Background: an optimization exercise with open tools, aiming at small area, a short achievable clock period and few clock cycles. Do not read the settings as production practice.
Power figures rest on the tool's default switching activity, not on a simulated workload.

run D:
==> flow/design.v <==
package phi_copy_sequencer_pkg;
    localparam int unsigned DEF_ID_W = 16;
    localparam logic [DEF_ID_W-1:0] DEF_TEMP_ID = 16'hFFFF;
endpackage
module copy_ready_picker #(
    parameter int unsigned N = 8
) (
    input  logic [N-1:0]        req,
    input  logic [N-1:0][N-1:0] older,
    output logic [N-1:0]        gnt,
    output logic                any
);
    always_comb begin
        for (int s = 0; s < int'(N); s++)
            gnt[s] = req[s] && !(|(req & older[s]));
        any = |req;
    end
endmodule
module phi_copy_sequencer
#(
    parameter int unsigned     ID_W       = phi_copy_sequencer_pkg::DEF_ID_W,
    parameter int unsigned     MAX_COPIES = 8,
    parameter logic [ID_W-1:0] TEMP_ID    = ID_W'(phi_copy_sequencer_pkg::DEF_TEMP_ID)
) (
    input  logic            clk,
    input  logic            rst,
    input  logic            in_valid,
    output logic            in_ready,
    input  logic [ID_W-1:0] in_dest,
    input  logic [ID_W-1:0] in_src,
    input  logic            in_last,
    output logic            out_valid,
    input  logic            out_ready,
    output logic [ID_W-1:0] out_dest,
    output logic [ID_W-1:0] out_src,
    output logic            out_last,
    output logic            out_nop,
    output logic            err_overflow,
    output logic            err_dup
);
    localparam int unsigned S    = MAX_COPIES;           
    localparam int unsigned TW   = 2;                    
    localparam int unsigned NCTX = 1 << TW;
    localparam int unsigned CW   = $clog2(MAX_COPIES + 1);
    logic            r_v, r_last;
    logic [TW-1:0]   r_tag;
    logic [ID_W-1:0] r_dest, r_src;
    logic [S-1:0]    r_slot;
    logic [S-1:0]    alloc;       
    logic [S-1:0]    r_dd;        
    logic            r_dd_fw;     
    logic            r_dpart;     
    logic            r_fwok;      
    logic [S-1:0]    r_fw;        
    logic            r_self;      
    logic            in_blk;      
    logic [S-1:0]                 v;         
    logic [S-1:0]                 em;        
    logic [S-1:0]                 tmp;       
    logic [S-1:0][TW-1:0]         tg;        
    logic [S-1:0][ID_W-1:0]       dest, src;
    logic [S-1:0][S-1:0]          rd;        
    logic [S-1:0][S-1:0]          yng;       
    logic [S-1:0]                 busy;      
    logic [TW-1:0]                in_tag;    
    logic [TW-1:0]                e_tag;     
    logic [TW-1:0]                e_nx;      
    logic [NCTX-1:0]              done;      
    logic [S-1:0]                 ccnt;      
    logic [NCTX-1:0]              f_ovf, f_dup;
    logic            p_v, p_save, p_last, p_nop, p_ovf, p_dup;
    logic [S-1:0]    p_sel;
    logic [S-1:0] p_hold, freev, free_rest, lo_all, lo_rest, alloc_nxt;
    logic         acc, rel;
    assign in_ready  = !in_blk;
    assign acc       = in_valid && in_ready;
    assign rel       = adv_o && p_v && !p_save && !p_nop;
    assign p_hold    = (p_v && !p_save && !p_nop) ? p_sel : '0;
    assign freev     = ~v & ~(r_v ? r_slot : '0) & ~p_hold;
    assign free_rest = freev & ~alloc;
    assign lo_all    = freev & (~freev + S'(1));
    assign lo_rest   = free_rest & (~free_rest + S'(1));
    always_comb begin
        if (acc ? |free_rest : |freev) alloc_nxt = acc ? lo_rest : lo_all;
        else if (rel)                  alloc_nxt = p_hold;
        else if (r_v && !ins)          alloc_nxt = r_slot;
        else                           alloc_nxt = '0;
    end
    logic [S-1:0] same_c, eq_dd, eq_sd, eq_ds, dupm;
    logic         self_cp, dup_hit, full, ins, dupw, ovf_set;
    always_comb begin
        for (int s = 0; s < int'(S); s++) begin
            same_c[s] = v[s] && (tg[s] == r_tag);
            eq_dd[s]  = r_fw[s] ? r_dd_fw : r_dd[s];
            eq_sd[s]  = (src[s]  == r_dest);
            eq_ds[s]  = (dest[s] == r_src);
        end
        dupm    = same_c & eq_dd;
        dup_hit = r_dpart || (r_fwok && r_dd_fw);    
        self_cp = r_self;
        full    = ccnt[MAX_COPIES-1];
        ins     = r_v && !self_cp && !dup_hit && !full;
        dupw    = r_v && !self_cp && dup_hit;
        ovf_set = r_v && !self_cp && !dup_hit && full;
    end
    logic [S-1:0]        blocked, ready, sel_r, sel_v, em_nxt, tg_nx;
    logic [S-1:0][S-1:0] older;
    logic                any_r, any_v, act, is_nop, is_last, adv_o, adv_e;
    logic                fire, mv, sav, fin;
    always_comb begin
        for (int s = 0; s < int'(S); s++) begin
            blocked[s] = !(p_v && p_save && p_sel[s]) && |(rd[s] & em & ~(S'(1) << s));
            for (int r = 0; r < int'(S); r++)
                older[s][r] = (r < s) ? yng[r][s] : (r > s) ? !yng[s][r] : 1'b0;
        end
        ready = em & ~blocked;
    end
    copy_ready_picker #(.N(S)) u_pick_r (.req(ready), .older(older), .gnt(sel_r), .any(any_r));
    copy_ready_picker #(.N(S)) u_pick_v (.req(em),    .older(older), .gnt(sel_v), .any(any_v));
    assign act     = done[e_tag];
    logic em_two, em_pre;
    always_comb begin
        em_two = 1'b0;
        em_pre = em[0];
        for (int s = 1; s < int'(S); s++) begin
            em_two |= em[s] && em_pre;
            em_pre |= em[s];
        end
    end
    assign is_nop  = !(|em);
    assign is_last = !em_two;
    assign adv_o   = !out_valid || out_ready;
    assign adv_e   = !p_v || adv_o;
    assign fire    = act && adv_e;
    assign mv      = fire && !is_nop && any_r;
    assign sav     = fire && !is_nop && !any_r;
    assign fin     = fire && (is_nop || (any_r && is_last));
    always_comb begin
        for (int s = 0; s < int'(S); s++) begin
            tg_nx[s]  = (tg[s] == e_nx);
            em_nxt[s] = fin ? ((v[s] && tg_nx[s]) || (ins && r_slot[s] && r_tag == e_nx))
                            : ((em[s] && !(fire && sel_r[s])) || (ins && r_slot[s] && r_tag == e_tag));
        end
    end
    logic [TW-1:0]   in_tag_nxt;
    logic [NCTX-1:0] done_nxt;
    logic [S-1:0]    busy_nxt;
    logic            room;
    assign in_tag_nxt = (acc && in_last) ? in_tag + TW'(1) : in_tag;
    always_comb begin
        for (int k = 0; k < int'(NCTX); k++)
            done_nxt[k] = (done[k] || (r_v && r_last && r_tag == TW'(k))) && !(fin && e_tag == TW'(k));
        if (ins && !rel)      busy_nxt = {busy[S-2:0], 1'b1};
        else if (rel && !ins) busy_nxt = {1'b0, busy[S-1:1]};
        else                  busy_nxt = busy;
        case ({ins, acc, rel})
            3'b110:                room = !busy[S-3];
            3'b100, 3'b010, 3'b111: room = !busy[S-2];
            3'b000, 3'b101, 3'b011: room = !busy[S-1];
            default:               room = 1'b1;
        endcase
    end
    logic [S-1:0] dd_now, dd_in;
    always_comb begin
        for (int s = 0; s < int'(S); s++) begin
            dd_now[s] = (dest[s] == in_dest);
            dd_in[s]  = dd_now[s] && v[s] && (tg[s] == in_tag);
        end
    end
    always_ff @(posedge clk) begin
        r_dd    <= dd_now;
        r_dd_fw <= (r_dest == in_dest);
        r_dpart <= |dd_in;
        r_fwok  <= ins && (r_tag == in_tag);
        r_fw    <= r_slot;
        r_self  <= (in_dest == in_src);
        r_dest <= in_dest;
        r_src  <= in_src;
        r_last <= in_last;
        r_tag  <= in_tag;
        r_slot <= alloc;
    end
    always_ff @(posedge clk or posedge rst) begin
        if (rst) alloc <= S'(1);
        else     alloc <= alloc_nxt;
    end
    always_ff @(posedge clk or posedge rst) begin
        if (rst) begin
            r_v      <= 1'b0;
            in_tag   <= '0;
            in_blk   <= 1'b0;
            busy     <= '0;
        end else begin
            r_v      <= acc;
            in_tag   <= in_tag_nxt;
            busy     <= busy_nxt;
            in_blk   <= done[in_tag_nxt] ||
                        !(room || (ccnt[MAX_COPIES-1] && !(r_v && r_last) && !(acc && in_last)));
        end
    end
    function automatic logic [S-1:0] rd_col(input int j);
        for (int i = 0; i < int'(S); i++) rd_col[i] = (i != j) && rd[i][j];
    endfunction
    always_ff @(posedge clk or posedge rst) begin
        if (rst) begin
            v  <= '0;
            em <= '0;
        end else begin
            v  <= (v & ~(fire ? sel_r : '0)) | (ins ? r_slot : '0);
            em <= em_nxt;
        end
    end
    always_ff @(posedge clk) begin
        for (int s = 0; s < int'(S); s++) begin
            if (r_slot[s]) begin
                tg[s]   <= r_tag;
                dest[s] <= r_dest;
                tmp[s]  <= 1'b0;
            end else if (sav) begin
                if (|(sel_v & rd_col(s)) && v[s]) tmp[s] <= 1'b1;
            end
            if (r_slot[s] || (dupw && dupm[s])) src[s] <= r_src;
            for (int j = 0; j < int'(S); j++) begin
                if (j != s) begin
                    if (r_slot[j] || (dupw && dupm[j])) rd[s][j] <= eq_ds[s] && same_c[s];
                    else if (r_slot[s])                 rd[s][j] <= eq_sd[j] && same_c[j];
                    if (j > s) begin
                        if (r_slot[j])      yng[s][j] <= 1'b1;
                        else if (r_slot[s]) yng[s][j] <= 1'b0;
                    end
                end
            end
        end
    end
    always_ff @(posedge clk or posedge rst) begin
        if (rst) begin
            done  <= '0;
            ccnt  <= '0;
            f_ovf <= '0;
            f_dup <= '0;
            e_tag <= '0;
            e_nx  <= TW'(1);
        end else begin
            done <= done_nxt;
            for (int k = 0; k < int'(NCTX); k++) begin
                if (fin && e_tag == TW'(k)) begin
                    f_ovf[k] <= 1'b0;
                    f_dup[k] <= 1'b0;
                end else begin
                    if (ovf_set && r_tag == TW'(k)) f_ovf[k] <= 1'b1;
                    if (dupw    && r_tag == TW'(k)) f_dup[k] <= 1'b1;
                end
            end
            if (fin) begin
                e_tag <= e_nx;
                e_nx  <= e_nx + TW'(1);
            end
            if (r_v && r_last) ccnt <= '0;
            else if (ins)      ccnt <= {ccnt[S-2:0], 1'b1};
        end
    end
    always_ff @(posedge clk or posedge rst) begin
        if (rst) p_v <= 1'b0;
        else if (adv_e) p_v <= act;
    end
    always_ff @(posedge clk) begin
        if (adv_e) begin
            p_sel  <= is_nop ? '0 : (any_r ? sel_r : sel_v);
            p_save <= !is_nop && !any_r;
            p_last <= is_nop || (any_r && is_last);
            p_nop  <= is_nop;
            p_ovf  <= f_ovf[e_tag];
            p_dup  <= f_dup[e_tag];
        end
    end
    logic [ID_W-1:0] d_mux, s_mux;
    logic            t_mux;
    always_comb begin
        d_mux = '0;
        s_mux = '0;
        t_mux = 1'b0;
        for (int s = 0; s < int'(S); s++) begin
            d_mux |= p_sel[s] ? dest[s] : '0;
            s_mux |= p_sel[s] ? src[s]  : '0;
            t_mux |= p_sel[s] & tmp[s];
        end
    end
    always_ff @(posedge clk or posedge rst) begin
        if (rst) out_valid <= 1'b0;
        else if (adv_o) out_valid <= p_v;
    end
    always_ff @(posedge clk) begin
        if (adv_o) begin
            out_dest     <= p_save ? TEMP_ID : d_mux;
            out_src      <= p_save ? d_mux : (t_mux ? TEMP_ID : s_mux);
            out_last     <= p_last;
            out_nop      <= p_nop;
            err_overflow <= p_ovf;
            err_dup      <= p_dup;
        end
    end
endmodule
clock: 7.0 ns
lec_check: 0
cap_margin: 20
core_margin: 2
core_utilization: 30
setup_slack_margin: 4.4
slew_margin: 20
tns_end_percent: 5
standard.sh (not shown) runs the stock make flow with config.mk's settings and CLKGATE_MAP_FILE= SYNTH_SCRIPT=/design/flow/synth_recipe.tcl, a recipe that flattens the netlist after the stock synthesis.
==> flow/flow/run.sh <==
#!/bin/bash
# The standard layout, with faster port buffers (buf_4 instead of the
# default delay-buffer pick) and gate sizing not tied to the cell footprint.
# make's full output goes to standard.log; ORFS keeps each step's log under orfs/logs.
set -o pipefail
bash standard.sh MATCH_CELL_FOOTPRINT=0 "BUFFER_PORTS_ARGS=-buffer_cell sky130_fd_sc_hd__buf_4" finish > standard.log 2>&1
Both conditions hold for run D: the flow ran to the end and the final layout passed the timing, DRC and antenna checks.
diff inputs: run D => run E
-- flow/design.v --
<<< run D, line 49
    logic [S-1:0]    alloc;       
    logic [S-1:0]    r_dd;        
    logic            r_dd_fw;     
    logic            r_dpart;     
    logic            r_fwok;      
    logic [S-1:0]    r_fw;        
    logic            r_self;      
    logic            in_blk;      
    logic [S-1:0]                 v;         
    logic [S-1:0]                 em;        
    logic [S-1:0]                 tmp;       
    logic [S-1:0][TW-1:0]         tg;        
>>> run E, line 49
    logic [S-1:0]    alloc;       
    logic [S-1:0]    r_dd;        
    logic [S-1:0]    r_sd;        
    logic [S-1:0]    r_ds;        
    logic            r_dd_fw;     
    logic            r_sd_fw;     
    logic            r_ds_fw;     
    logic [S-1:0]    r_fw;        
    logic [S-1:0]    r_dw;        
    logic            r_self;      
    logic            in_blk;      
    logic [S-1:0]                 v;         
    logic [S-1:0]                 em;        
    logic [S-1:0]                 sv;        
    logic [S-1:0]                 tmp;       
    logic [S-1:0][TW-1:0]         tg;        
<<< run D, line 93
            same_c[s] = v[s] && (tg[s] == r_tag);
            eq_dd[s]  = r_fw[s] ? r_dd_fw : r_dd[s];
            eq_sd[s]  = (src[s]  == r_dest);
            eq_ds[s]  = (dest[s] == r_src);
        end
        dupm    = same_c & eq_dd;
        dup_hit = r_dpart || (r_fwok && r_dd_fw);    
        self_cp = r_self;
        full    = ccnt[MAX_COPIES-1];
>>> run E, line 97
            same_c[s] = v[s] && (tg[s] == r_tag);
            eq_dd[s]  = r_fw[s] ? r_dd_fw : r_dd[s];
            eq_sd[s]  = (r_fw[s] || r_dw[s]) ? r_sd_fw : r_sd[s];
            eq_ds[s]  = r_fw[s] ? r_ds_fw : r_ds[s];
        end
        dupm    = same_c & eq_dd;
        dup_hit = |dupm;
        self_cp = r_self;
        full    = ccnt[MAX_COPIES-1];
<<< run D, line 110
    always_comb begin
        for (int s = 0; s < int'(S); s++) begin
            blocked[s] = !(p_v && p_save && p_sel[s]) && |(rd[s] & em & ~(S'(1) << s));
            for (int r = 0; r < int'(S); r++)
                older[s][r] = (r < s) ? yng[r][s] : (r > s) ? !yng[s][r] : 1'b0;
>>> run E, line 114
    always_comb begin
        for (int s = 0; s < int'(S); s++) begin
            blocked[s] = !sv[s] && |(rd[s] & em & ~(S'(1) << s));
            for (int r = 0; r < int'(S); r++)
                older[s][r] = (r < s) ? yng[r][s] : (r > s) ? !yng[s][r] : 1'b0;
<<< run D, line 161
        endcase
    end
    logic [S-1:0] dd_now, dd_in;
    always_comb begin
        for (int s = 0; s < int'(S); s++) begin
            dd_now[s] = (dest[s] == in_dest);
            dd_in[s]  = dd_now[s] && v[s] && (tg[s] == in_tag);
        end
    end
    always_ff @(posedge clk) begin
        r_dd    <= dd_now;
        r_dd_fw <= (r_dest == in_dest);
        r_dpart <= |dd_in;
        r_fwok  <= ins && (r_tag == in_tag);
        r_fw    <= r_slot;
        r_self  <= (in_dest == in_src);
        r_dest <= in_dest;
>>> run E, line 165
        endcase
    end
    always_ff @(posedge clk) begin
        for (int s = 0; s < int'(S); s++) begin
            r_dd[s] <= (dest[s] == in_dest);
            r_sd[s] <= (src[s]  == in_dest);
            r_ds[s] <= (dest[s] == in_src);
        end
        r_dd_fw <= (r_dest == in_dest);
        r_sd_fw <= (r_src  == in_dest);
        r_ds_fw <= (r_dest == in_src);
        r_fw    <= r_slot;
        r_dw    <= dupw ? dupm : '0;
        r_self  <= (in_dest == in_src);
        r_dest <= in_dest;
<<< run D, line 216
                tg[s]   <= r_tag;
                dest[s] <= r_dest;
                tmp[s]  <= 1'b0;
            end else if (sav) begin
                if (|(sel_v & rd_col(s)) && v[s]) tmp[s] <= 1'b1;
            end
>>> run E, line 218
                tg[s]   <= r_tag;
                dest[s] <= r_dest;
                sv[s]   <= 1'b0;
                tmp[s]  <= 1'b0;
            end else if (sav) begin
                if (sel_v[s]) sv[s] <= 1'b1;
                if (|(sel_v & rd_col(s)) && v[s]) tmp[s] <= 1'b1;
            end
Lower routed wire length goes to run D over run E. For the switching power as a share of total power, run E came in 0.42 points higher than run D did. Peak supply drop in run E is 0.021 mV higher than in run D. Relative to run D, the slack of the worst reg-to-reg path of run E is lower by 60 ps. Min fraction of the yosys area taken by sequential cells across run E and run D: run E. Ff count | run E vs run D | run E higher. Measured against each other, run E and run D differ in post-layout instance area, the lower figure coming from run D. Across both runs, detailed-route via count was higher for run E than for run D. In terms of relative area of clock buffers and inverters in the final design, run D and run E differ only marginally. Re wire length per cell after detailed routing: run E and run D aren't equal, and the higher value belongs to run D. Wire length of the first global-routing pass of run E exceeds that of run D by a few percent. Against run D, run E comes in 0.45 points lower on fraction of the cycle the final worst path needs.
No functional check of the RTL was part of any run of this note.

[separate check: timing with driven ports]
The flow's constraints put no driver on any port. The routed layouts listed below were extracted and timed again, unchanged, in two steps. Step 1: set_driving_cell puts a clkbuf_16 on clk and a buf_2 on each other input, an assumption about the parent block. Step 2, shift: input delay + t, output delay - t, t = (earliest + latest rising clock arrival at the registers) / 2. This alone moves slack from input paths to output paths. Three values: ideal, step 1, step 2; two values: the first two.
| run | t (ns) | setup WS [ns] | hold WS [ns] |
|---|---|---|---|
| run D | 0.700 | 4.151 / 4.115 / 3.416 | 0.394 / 0.394 / 0.394 |
| run E | 0.699 | 4.183 / 4.183 / 3.697 | 0.400 / 0.400 / 0.400 |
After both steps every run listed still meets setup and hold. For run D, which loses most, drivers alone change the setup slack by -0.036 ns; drivers and shift together by -0.735 ns.
